Context: an optimization exercise on an open-source flow, tuned for small area and few clock cycles. The choices shown serve that exercise and are no tape-out recipe. Where RTL was checked, it was by simulation tests only, not by an equivalence proof against the original. Power figures rest on the tool's default switching activity, not on a simulated workload.

==> nickel: inputs <==
Design imu_uart_frame_parser, start of the top module:
module imu_uart_frame_parser #(
    parameter int FRAME_BYTES = 11,
    parameter int COUNT_BITS  = 32
) (
    input  logic        i_clk,
    input  logic        i_rst_n,
    input  logic        push,
    output logic        full,
    input  logic [7:0]  i_rx_byte,
    output logic        empty,
    input  logic        pop,
    output logic        o_frame_done,
    output logic [1:0]  o_frame_status,
    output logic signed [15:0] o_roll_sample,
    output logic signed [15:0] o_pitch_sample,
    output logic signed [15:0] o_yaw_sample,
    output logic signed [15:0] o_roll_centideg,
    output logic signed [15:0] o_pitch_centideg,
    output logic signed [15:0] o_yaw_centideg,
    output logic [31:0] o_total_bytes,
    output logic [31:0] o_checksum_failures,
    output logic [31:0] o_rate_frames,
    output logic [31:0] o_angle_frames
);
    localparam logic [3:0] LAST_POS = 4'(FRAME_BYTES - 1);
    logic        r_valid;
    logic        r_done;
    logic [1:0]  r_status;
    logic [3:0]  r_pos;
    logic [7:0]  r_sum;
    logic [1:0]  r_kind;           
    logic [7:0]  r_pay [6];        
    logic [15:0] r_raw [3];        
    logic [COUNT_BITS-1:0] r_total;
    logic [COUNT_BITS-1:0] r_fail;
    logic [COUNT_BITS-1:0] r_rate;
    logic [COUNT_BITS-1:0] r_angle;
    logic        accept;
    logic        hdr;
    logic        good_type;
    logic        close;
    logic [1:0]  status;
    assign full      = r_valid && !pop;
    assign accept    = push && !full;
    assign hdr       = (i_rx_byte == imuf_pkg::HDR_BYTE);
    assign good_type = (i_rx_byte == imuf_pkg::TYPE_ACC) || (i_rx_byte == imuf_pkg::TYPE_RATE) ||
  ...
==> module imuf_back, before the edit <==
module imuf_back (
    input  logic [15:0] i_raw,
    output logic [15:0] o_cd
);
    logic signed [26:0] p125;
    logic signed [26:0] p1125;
    always_comb begin
        p125  = (27'($signed(i_raw)) <<< 7) - (27'($signed(i_raw)) <<< 2) + 27'($signed(i_raw));
        p1125 = p125 + (p125 <<< 3);
        o_cd  = p1125[26:11] + 16'(i_raw[15] && (i_raw[10:0] != '0));
    end
endmodule
==> module imu_uart_frame_parser, before the edit <==
module imu_uart_frame_parser #(
    parameter int FRAME_BYTES = 11,
    parameter int COUNT_BITS  = 32
) (
    input  logic        i_clk,
    input  logic        i_rst_n,
    input  logic        push,
    output logic        full,
    input  logic [7:0]  i_rx_byte,
    output logic        empty,
    input  logic        pop,
    output logic        o_frame_done,
    output logic [1:0]  o_frame_status,
    output logic signed [15:0] o_roll_sample,
    output logic signed [15:0] o_pitch_sample,
    output logic signed [15:0] o_yaw_sample,
    output logic signed [15:0] o_roll_centideg,
    output logic signed [15:0] o_pitch_centideg,
    output logic signed [15:0] o_yaw_centideg,
    output logic [31:0] o_total_bytes,
    output logic [31:0] o_checksum_failures,
    output logic [31:0] o_rate_frames,
    output logic [31:0] o_angle_frames
);
    localparam logic [3:0] LAST_POS = 4'(FRAME_BYTES - 1);
    logic        r_valid;
    logic        r_done;
    logic [1:0]  r_status;
    logic [3:0]  r_pos;
    logic [7:0]  r_sum;
    logic [1:0]  r_kind;           
    logic [7:0]  r_pay [6];        
    logic [15:0] r_raw [3];        
    logic [COUNT_BITS-1:0] r_total;
    logic [COUNT_BITS-1:0] r_fail;
    logic [COUNT_BITS-1:0] r_rate;
    logic [COUNT_BITS-1:0] r_angle;
    logic        accept;
    logic        hdr;
    logic        good_type;
    logic        close;
    logic [1:0]  status;
    assign full      = r_valid && !pop;
    assign accept    = push && !full;
    assign hdr       = (i_rx_byte == imuf_pkg::HDR_BYTE);
    assign good_type = (i_rx_byte == imuf_pkg::TYPE_ACC) || (i_rx_byte == imuf_pkg::TYPE_RATE) ||
                       (i_rx_byte == imuf_pkg::TYPE_ANGLE);
    assign close     = (r_pos == LAST_POS);
    assign status    = (r_sum != i_rx_byte) ? imuf_pkg::ST_BADSUM : r_kind;
    always_ff @(posedge i_clk) begin
        if (!i_rst_n) begin
            r_valid <= 1'b0;
        end else if (accept) begin
            r_valid <= 1'b1;
        end else if (pop) begin
            r_valid <= 1'b0;
        end
    end
    always_ff @(posedge i_clk) begin
        if (!i_rst_n) begin
            r_pos <= '0;
        end else if (accept) begin
            if (r_pos == 4'd0) begin
                r_pos <= hdr ? 4'd1 : 4'd0;
            end else if (r_pos == 4'd1) begin
                r_pos <= good_type ? 4'd2 : (hdr ? 4'd1 : 4'd0);
            end else if (close) begin
                r_pos <= 4'd0;
            end else begin
                r_pos <= r_pos + 4'd1;
            end
        end
    end
    always_ff @(posedge i_clk) begin
        if (accept) begin
            r_done   <= close;
            r_status <= close ? status : imuf_pkg::ST_ANGLE;
            if (r_pos == 4'd0 || (r_pos == 4'd1 && !good_type)) begin
                r_sum <= imuf_pkg::HDR_BYTE;
            end else begin
                r_sum <= r_sum + i_rx_byte;
            end
            if (r_pos == 4'd1) begin
                r_kind <= ~i_rx_byte[1:0];
            end
            for (int k = 0; k < 6; k++) begin
                if (r_pos == 4'(k + 2)) begin
                    r_pay[k] <= i_rx_byte;
                end
            end
        end
    end
    always_ff @(posedge i_clk) begin
        if (!i_rst_n) begin
            r_total <= '0;
            r_fail  <= '0;
            r_rate  <= '0;
            r_angle <= '0;
            for (int a = 0; a < 3; a++) begin
                r_raw[a] <= '0;
            end
        end else if (accept) begin
            r_total <= r_total + COUNT_BITS'(1);
            if (close && status == imuf_pkg::ST_BADSUM) begin
                r_fail <= r_fail + COUNT_BITS'(1);
            end
            if (close && status == imuf_pkg::ST_RATE) begin
                r_rate <= r_rate + COUNT_BITS'(1);
            end
            if (close && status == imuf_pkg::ST_ANGLE) begin
                r_angle <= r_angle + COUNT_BITS'(1);
                for (int a = 0; a < 3; a++) begin
                    r_raw[a] <= {r_pay[2*a+1], r_pay[2*a]};
                end
            end
        end
    end
    imuf_back u_cd_roll  (.i_raw(r_raw[0]), .o_cd(o_roll_centideg));
    imuf_back u_cd_pitch (.i_raw(r_raw[1]), .o_cd(o_pitch_centideg));
    imuf_back u_cd_yaw   (.i_raw(r_raw[2]), .o_cd(o_yaw_centideg));
    assign empty               = !r_valid;
    assign o_frame_done        = r_done;
    assign o_frame_status      = r_status;
    assign o_roll_sample       = r_raw[0];
    assign o_pitch_sample      = r_raw[1];
    assign o_yaw_sample        = r_raw[2];
    assign o_total_bytes       = 32'(r_total);
    assign o_checksum_failures = 32'(r_fail);
    assign o_rate_frames       = 32'(r_rate);
    assign o_angle_frames      = 32'(r_angle);
endmodule
clock: 10.0 ns
lec_check: 0
cap_margin: 20
core_margin: 2
core_utilization: 40
slew_margin: 20
run.sh (not shown) runs the stock make flow with config.mk's settings and CLKGATE_MAP_FILE= SYNTH_SCRIPT=/design/flow/synth_recipe.tcl, a recipe that flattens the netlist after the stock synthesis.
==> inputs of violet, as changes to nickel <==
--- a/flow/design.v
+++ b/flow/design.v
@@ -9,14 +9,76 @@
     localparam logic [1:0] ST_BADSUM = 2'd3;
 endpackage
-module imuf_back (
+module imuf_cd_lo (
     input  logic [15:0] i_raw,
+    output logic [5:0]  o_lo      
+);
+    logic [10:0] xs, p129, p125;
+    logic [11:0] c1, c2, c3;
+    logic        t, s;
+    always_comb begin
+        xs = i_raw[10:0];
+        c1[0] = 1'b0;
+        c2[0] = 1'b1;
+        c3[0] = 1'b0;
+        for (int i = 0; i < 11; i++) begin
+            t        = (i >= 7) ? xs[i-7] : 1'b0;
+            p129[i]  = xs[i] ^ t ^ c1[i];
+            c1[i+1]  = (xs[i] & t) | (c1[i] & (xs[i] ^ t));
+        end
+        for (int i = 0; i < 11; i++) begin
+            t        = ~((i >= 2) ? xs[i-2] : 1'b0);
+            p125[i]  = p129[i] ^ t ^ c2[i];
+            c2[i+1]  = (p129[i] & t) | (c2[i] & (p129[i] ^ t));
+        end
+        for (int i = 0; i < 11; i++) begin
+            t        = (i >= 3) ? p125[i-3] : 1'b0;
+            s        = p125[i] ^ t ^ c3[i];
+            c3[i+1]  = (p125[i] & t) | (c3[i] & (p125[i] ^ t));
+        end
+        o_lo = {p125[10:8], c3[11], c2[11], c1[11]};
+    end
+endmodule
+module imuf_cd_hi (
+    input  logic [15:0] i_raw,
+    input  logic [5:0]  i_lo,
     output logic [15:0] o_cd
 );
-    logic signed [26:0] p125;
-    logic signed [26:0] p1125;
+    logic [26:0] xs;
+    logic [26:0] p129, p125, p1125;
+    logic [27:0] c1, c2, c3;
+    logic [16:0] c4;
+    logic        t;
     always_comb begin
-        p125  = (27'($signed(i_raw)) <<< 7) - (27'($signed(i_raw)) <<< 2) + 27'($signed(i_raw));
-        p1125 = p125 + (p125 <<< 3);
-        o_cd  = p1125[26:11] + 16'(i_raw[15] && (i_raw[10:0] != '0));
+        xs = 27'($signed(i_raw));
+        p129  = '0;
+        p125  = '0;
+        p1125 = '0;
+        c1 = '0;
+        c2 = '0;
+        c3 = '0;
+        p125[10:8] = i_lo[5:3];
+        c1[11] = i_lo[0];
+        c2[11] = i_lo[1];
+        c3[11] = i_lo[2];
+        for (int i = 11; i < 27; i++) begin
+            t        = xs[i-7];
+            p129[i]  = xs[i] ^ t ^ c1[i];
+            c1[i+1]  = (xs[i] & t) | (c1[i] & (xs[i] ^ t));
+        end
+        for (int i = 11; i < 27; i++) begin
+            t        = ~xs[i-2];
+            p125[i]  = p129[i] ^ t ^ c2[i];
+            c2[i+1]  = (p129[i] & t) | (c2[i] & (p129[i] ^ t));
+        end
+        for (int i = 11; i < 27; i++) begin
+            t        = p125[i-3];
+            p1125[i] = p125[i] ^ t ^ c3[i];
+            c3[i+1]  = (p125[i] & t) | (c3[i] & (p125[i] ^ t));
+        end
+        c4[0] = i_raw[15] && (i_raw[10:0] != '0);
+        for (int i = 0; i < 16; i++) begin
+            o_cd[i]  = p1125[i+11] ^ c4[i];
+            c4[i+1]  = p1125[i+11] & c4[i];
+        end
     end
 endmodule
@@ -54,4 +116,6 @@
     logic [7:0]  r_pay [6];        
     logic [15:0] r_raw [3];        
+    logic [5:0]  r_lo [3];         
+    logic [5:0]  n_lo [3];
     logic [COUNT_BITS-1:0] r_total;
     logic [COUNT_BITS-1:0] r_fail;
@@ -59,4 +123,8 @@
     logic [COUNT_BITS-1:0] r_angle;
     logic        accept;
+    logic        inc_fail;
+    logic        inc_rate;
+    logic        inc_angle;
+    logic [7:0]  sum_next;
     logic        hdr;
     logic        good_type;
@@ -70,4 +138,25 @@
     assign close     = (r_pos == LAST_POS);
     assign status    = (r_sum != i_rx_byte) ? imuf_pkg::ST_BADSUM : r_kind;
+    function automatic logic [COUNT_BITS-1:0] f_inc(input logic [COUNT_BITS-1:0] x,
+                                                    input logic en);
+        logic c;
+        c = en;
+        for (int i = 0; i < COUNT_BITS; i++) begin
+            f_inc[i] = x[i] ^ c;
+            c        = x[i] & c;
+        end
+    endfunction
+    function automatic logic [7:0] f_add8(input logic [7:0] a, input logic [7:0] b);
+        logic c;
+        c = 1'b0;
+        for (int i = 0; i < 8; i++) begin
+            f_add8[i] = a[i] ^ b[i] ^ c;
+            c         = (a[i] & b[i]) | (c & (a[i] ^ b[i]));
+        end
+    endfunction
+    assign sum_next  = f_add8(r_sum, i_rx_byte);
+    assign inc_fail  = accept && close && (status == imuf_pkg::ST_BADSUM);
+    assign inc_rate  = accept && close && (status == imuf_pkg::ST_RATE);
+    assign inc_angle = accept && close && (status == imuf_pkg::ST_ANGLE);
     always_ff @(posedge i_clk) begin
         if (!i_rst_n) begin
@@ -101,5 +190,5 @@
                 r_sum <= imuf_pkg::HDR_BYTE;
             end else begin
-                r_sum <= r_sum + i_rx_byte;
+                r_sum <= sum_next;
             end
             if (r_pos == 4'd1) begin
@@ -121,24 +210,25 @@
             for (int a = 0; a < 3; a++) begin
                 r_raw[a] <= '0;
-            end
-        end else if (accept) begin
-            r_total <= r_total + COUNT_BITS'(1);
-            if (close && status == imuf_pkg::ST_BADSUM) begin
-                r_fail <= r_fail + COUNT_BITS'(1);
-            end
-            if (close && status == imuf_pkg::ST_RATE) begin
-                r_rate <= r_rate + COUNT_BITS'(1);
-            end
-            if (close && status == imuf_pkg::ST_ANGLE) begin
-                r_angle <= r_angle + COUNT_BITS'(1);
+                r_lo[a]  <= 6'b000010;     
+            end
+        end else begin
+            r_total <= f_inc(r_total, accept);
+            r_fail  <= f_inc(r_fail, inc_fail);
+            r_rate  <= f_inc(r_rate, inc_rate);
+            r_angle <= f_inc(r_angle, inc_angle);
+            if (inc_angle) begin
                 for (int a = 0; a < 3; a++) begin
                     r_raw[a] <= {r_pay[2*a+1], r_pay[2*a]};
+                    r_lo[a]  <= n_lo[a];
                 end
             end
         end
     end
-    imuf_back u_cd_roll  (.i_raw(r_raw[0]), .o_cd(o_roll_centideg));
-    imuf_back u_cd_pitch (.i_raw(r_raw[1]), .o_cd(o_pitch_centideg));
-    imuf_back u_cd_yaw   (.i_raw(r_raw[2]), .o_cd(o_yaw_centideg));
+    imuf_cd_lo u_lo_roll  (.i_raw({r_pay[1], r_pay[0]}), .o_lo(n_lo[0]));
+    imuf_cd_lo u_lo_pitch (.i_raw({r_pay[3], r_pay[2]}), .o_lo(n_lo[1]));
+    imuf_cd_lo u_lo_yaw   (.i_raw({r_pay[5], r_pay[4]}), .o_lo(n_lo[2]));
+    imuf_cd_hi u_hi_roll  (.i_raw(r_raw[0]), .i_lo(r_lo[0]), .o_cd(o_roll_centideg));
+    imuf_cd_hi u_hi_pitch (.i_raw(r_raw[1]), .i_lo(r_lo[1]), .o_cd(o_pitch_centideg));
+    imuf_cd_hi u_hi_yaw   (.i_raw(r_raw[2]), .i_lo(r_lo[2]), .o_cd(o_yaw_centideg));
     assign empty               = !r_valid;
     assign o_frame_done        = r_done;
--- a/flow/config.mk
+++ b/flow/config.mk
@@ -8,4 +8,5 @@
 export CAP_MARGIN = 20
 export CORE_MARGIN = 2
-export CORE_UTILIZATION = 40
+export CORE_UTILIZATION = 65
+export CTS_BUF_LIST = sky130_fd_sc_hd__clkbuf_4
 export SLEW_MARGIN = 20
==> inputs of yarrow, as changes to nickel <==
--- a/flow/design.v
+++ b/flow/design.v
@@ -13,10 +13,36 @@
     output logic [15:0] o_cd
 );
-    logic signed [26:0] p125;
-    logic signed [26:0] p1125;
+    logic [26:0] xs;       
+    logic [26:0] p129;     
+    logic [26:0] p125;     
+    logic [26:0] p1125;    
+    logic [27:0] c1, c2, c3;
+    logic [16:0] c4;
+    logic        sh7, nsh2, sh3;
     always_comb begin
-        p125  = (27'($signed(i_raw)) <<< 7) - (27'($signed(i_raw)) <<< 2) + 27'($signed(i_raw));
-        p1125 = p125 + (p125 <<< 3);
-        o_cd  = p1125[26:11] + 16'(i_raw[15] && (i_raw[10:0] != '0));
+        xs = 27'($signed(i_raw));
+        c1[0] = 1'b0;
+        c2[0] = 1'b1;
+        c3[0] = 1'b0;
+        for (int i = 0; i < 27; i++) begin
+            sh7      = (i >= 7) ? xs[i-7] : 1'b0;
+            p129[i]  = xs[i] ^ sh7 ^ c1[i];
+            c1[i+1]  = (xs[i] & sh7) | (c1[i] & (xs[i] ^ sh7));
+        end
+        for (int i = 0; i < 27; i++) begin
+            nsh2     = ~((i >= 2) ? xs[i-2] : 1'b0);
+            p125[i]  = p129[i] ^ nsh2 ^ c2[i];
+            c2[i+1]  = (p129[i] & nsh2) | (c2[i] & (p129[i] ^ nsh2));
+        end
+        for (int i = 0; i < 27; i++) begin
+            sh3      = (i >= 3) ? p125[i-3] : 1'b0;
+            p1125[i] = p125[i] ^ sh3 ^ c3[i];
+            c3[i+1]  = (p125[i] & sh3) | (c3[i] & (p125[i] ^ sh3));
+        end
+        c4[0] = i_raw[15] && (i_raw[10:0] != '0);
+        for (int i = 0; i < 16; i++) begin
+            o_cd[i]  = p1125[i+11] ^ c4[i];
+            c4[i+1]  = p1125[i+11] & c4[i];
+        end
     end
 endmodule
@@ -59,4 +85,8 @@
     logic [COUNT_BITS-1:0] r_angle;
     logic        accept;
+    logic        inc_fail;
+    logic        inc_rate;
+    logic        inc_angle;
+    logic [7:0]  sum_next;
     logic        hdr;
     logic        good_type;
@@ -70,4 +100,25 @@
     assign close     = (r_pos == LAST_POS);
     assign status    = (r_sum != i_rx_byte) ? imuf_pkg::ST_BADSUM : r_kind;
+    function automatic logic [COUNT_BITS-1:0] f_inc(input logic [COUNT_BITS-1:0] x,
+                                                    input logic en);
+        logic c;
+        c = en;
+        for (int i = 0; i < COUNT_BITS; i++) begin
+            f_inc[i] = x[i] ^ c;
+            c        = x[i] & c;
+        end
+    endfunction
+    function automatic logic [7:0] f_add8(input logic [7:0] a, input logic [7:0] b);
+        logic c;
+        c = 1'b0;
+        for (int i = 0; i < 8; i++) begin
+            f_add8[i] = a[i] ^ b[i] ^ c;
+            c         = (a[i] & b[i]) | (c & (a[i] ^ b[i]));
+        end
+    endfunction
+    assign sum_next  = f_add8(r_sum, i_rx_byte);
+    assign inc_fail  = accept && close && (status == imuf_pkg::ST_BADSUM);
+    assign inc_rate  = accept && close && (status == imuf_pkg::ST_RATE);
+    assign inc_angle = accept && close && (status == imuf_pkg::ST_ANGLE);
     always_ff @(posedge i_clk) begin
         if (!i_rst_n) begin
@@ -101,5 +152,5 @@
                 r_sum <= imuf_pkg::HDR_BYTE;
             end else begin
-                r_sum <= r_sum + i_rx_byte;
+                r_sum <= sum_next;
             end
             if (r_pos == 4'd1) begin
@@ -122,14 +173,10 @@
                 r_raw[a] <= '0;
             end
-        end else if (accept) begin
-            r_total <= r_total + COUNT_BITS'(1);
-            if (close && status == imuf_pkg::ST_BADSUM) begin
-                r_fail <= r_fail + COUNT_BITS'(1);
-            end
-            if (close && status == imuf_pkg::ST_RATE) begin
-                r_rate <= r_rate + COUNT_BITS'(1);
-            end
-            if (close && status == imuf_pkg::ST_ANGLE) begin
-                r_angle <= r_angle + COUNT_BITS'(1);
+        end else begin
+            r_total <= f_inc(r_total, accept);
+            r_fail  <= f_inc(r_fail, inc_fail);
+            r_rate  <= f_inc(r_rate, inc_rate);
+            r_angle <= f_inc(r_angle, inc_angle);
+            if (inc_angle) begin
                 for (int a = 0; a < 3; a++) begin
                     r_raw[a] <= {r_pay[2*a+1], r_pay[2*a]};
==> run summary <==
The run finished with no timing, DRC or antenna violations. Final clock skew: 14.0 ps. Clock tree synthesis selected as its root buffer the cell sky130_fd_sc_hd__clkbuf_16. Setup slack closes at 642 ps. The cell class contributing the biggest share of worst-path delay was compound AO/OA/AOI/OAI gates. The number of distinct library cell variants in the gate-level netlist after synthesis is 95, and the final instance area is 0.0228 sq mm. Summing the areas of all and, or, nand and nor instances in the mapped netlist gives 22.8% of the synthesized area.

The flow inserted 607 tap cells. The final estimated routing congestion in global placement is 0.852, and the count of vias placed by the detailed router is 16,021. In the post-synthesis netlist, the biggest area contributors are sky130_fd_sc_hd__dfxtp_1 19%, sky130_fd_sc_hd__ha_1 12%, sky130_fd_sc_hd__edfxtp_1 9.7%. The initialized floorplan defines 79 standard-cell rows.

The floorplan step set the die width to 222 um. Timing analysis after detailed placement gives a worst setup slack of 1060 ps.
# the run above: nickel

==> run summary <==
The finished cells cover 0.0194 sq mm. The share of synthesized cell area in and, or, nand and nor gates was 10.1%. The clock root buffer master is sky130_fd_sc_hd__clkbuf_16. At the placement stage, the worst setup path has a slack of -1640 ps. From left edge to right edge, the die measures 193 um. The flow ran to the end, but the layout failed its checks. The logs give 44 for the number of distinct library cell variants in the gate-level netlist after synthesis and 9,660 for the count of vias placed by the detailed router.

The tools report the final estimated routing congestion in global placement as 0.820. The checks that failed were negative setup slack. The final clock skew came out at 8.50 ps. Setup violations remaining at the end of the flow were counted as 21. The design received a total of 461 well taps at floorplan.

Sorting the synthesized cells by area gives the leading types as sky130_fd_sc_hd__dfxtp_1 25%, sky130_fd_sc_hd__fa_1 21%, sky130_fd_sc_hd__ha_1 18%. Static timing analysis puts the maximum clock frequency at 85.1 MHz. Final worst-path setup slack: -1750 ps.
# the run above: yarrow

==> run summary <==
The number of placement rows is 54. The flow ran to the end and the layout has no timing, DRC or antenna violations. The flow inserted 280 tap cells. TritonCTS built the clock tree. The number of distinct library cell variants in the gate-level netlist after synthesis was 41; the width of the chip was 154 um. Summing the areas of all and, or, nand and nor instances in the mapped netlist gives 11.3% of the synthesized area. Routability-driven placement finished with a final weighted congestion of 0.882. Of all the cell area in the finished design, non-clock buffers hold 14.3%. The final clock skew is 39.4 ps, and the count of vias placed by the detailed router is 9,856. In the post-synthesis netlist, the biggest area contributors are sky130_fd_sc_hd__dfxtp_1 27%, sky130_fd_sc_hd__fa_1 21%, sky130_fd_sc_hd__ha_1 17%. Dividing the detail-routed via count by the number of cells gives 5.28.

The power in sequential cells is 1080 uW. The run gives 99.1 ps as the final worst-path setup slack. The cell class contributing the biggest share of worst-path delay is adder cells. The clock network consumes a total of 981 uW. The tools report the final instance area as 0.0186 sq mm. In this run the number of cells on the critical path is 22.

The dominant power group in this design is sequential cells.
# the run above: violet

Testbench counts of nickel, summed over its fixed seeds: cycles 55,008.
Testbench counts of yarrow, summed over its fixed seeds: cycles 55,008.
Function not checked in violet: the RTL went through the layout flow alone.

==> afterwards: timing with drivers on the ports <==
How much do the figures lean on ideal ports? The routed layouts below were timed once more, with nothing changed but the port constraints.
Step 1: set_driving_cell puts a clkbuf_16 on i_clk and a buf_2 on each other input, an assumption about the parent block.
Step 2 adds t to the input delays and takes it off the output delays; t is the mean of the earliest and latest rising clock arrival at the registers after step 1. Input paths then give back, and output paths get back, about the clock's delay inside the block.
Slacks: ideal ports / drivers / drivers and shift; pairs: ideal ports / drivers.
run	t (ns)	slack for setup (ns)	hold slack, ns	worst setup path after step 2	worst register clock-pin slew, ns
nickel	0.568	0.642 / 0.598 / 1.166	0.480 / 0.480 / 0.480	register to output	0.06 / 0.06
violet	0.678	0.099 / 0.057 / 0.333	0.467 / 0.467 / 0.467	input to register	0.07 / 0.07
yarrow	0.564	-1.750 / -1.798 / -1.235	0.509 / 0.509 / 0.509	register to output	0.06 / 0.06
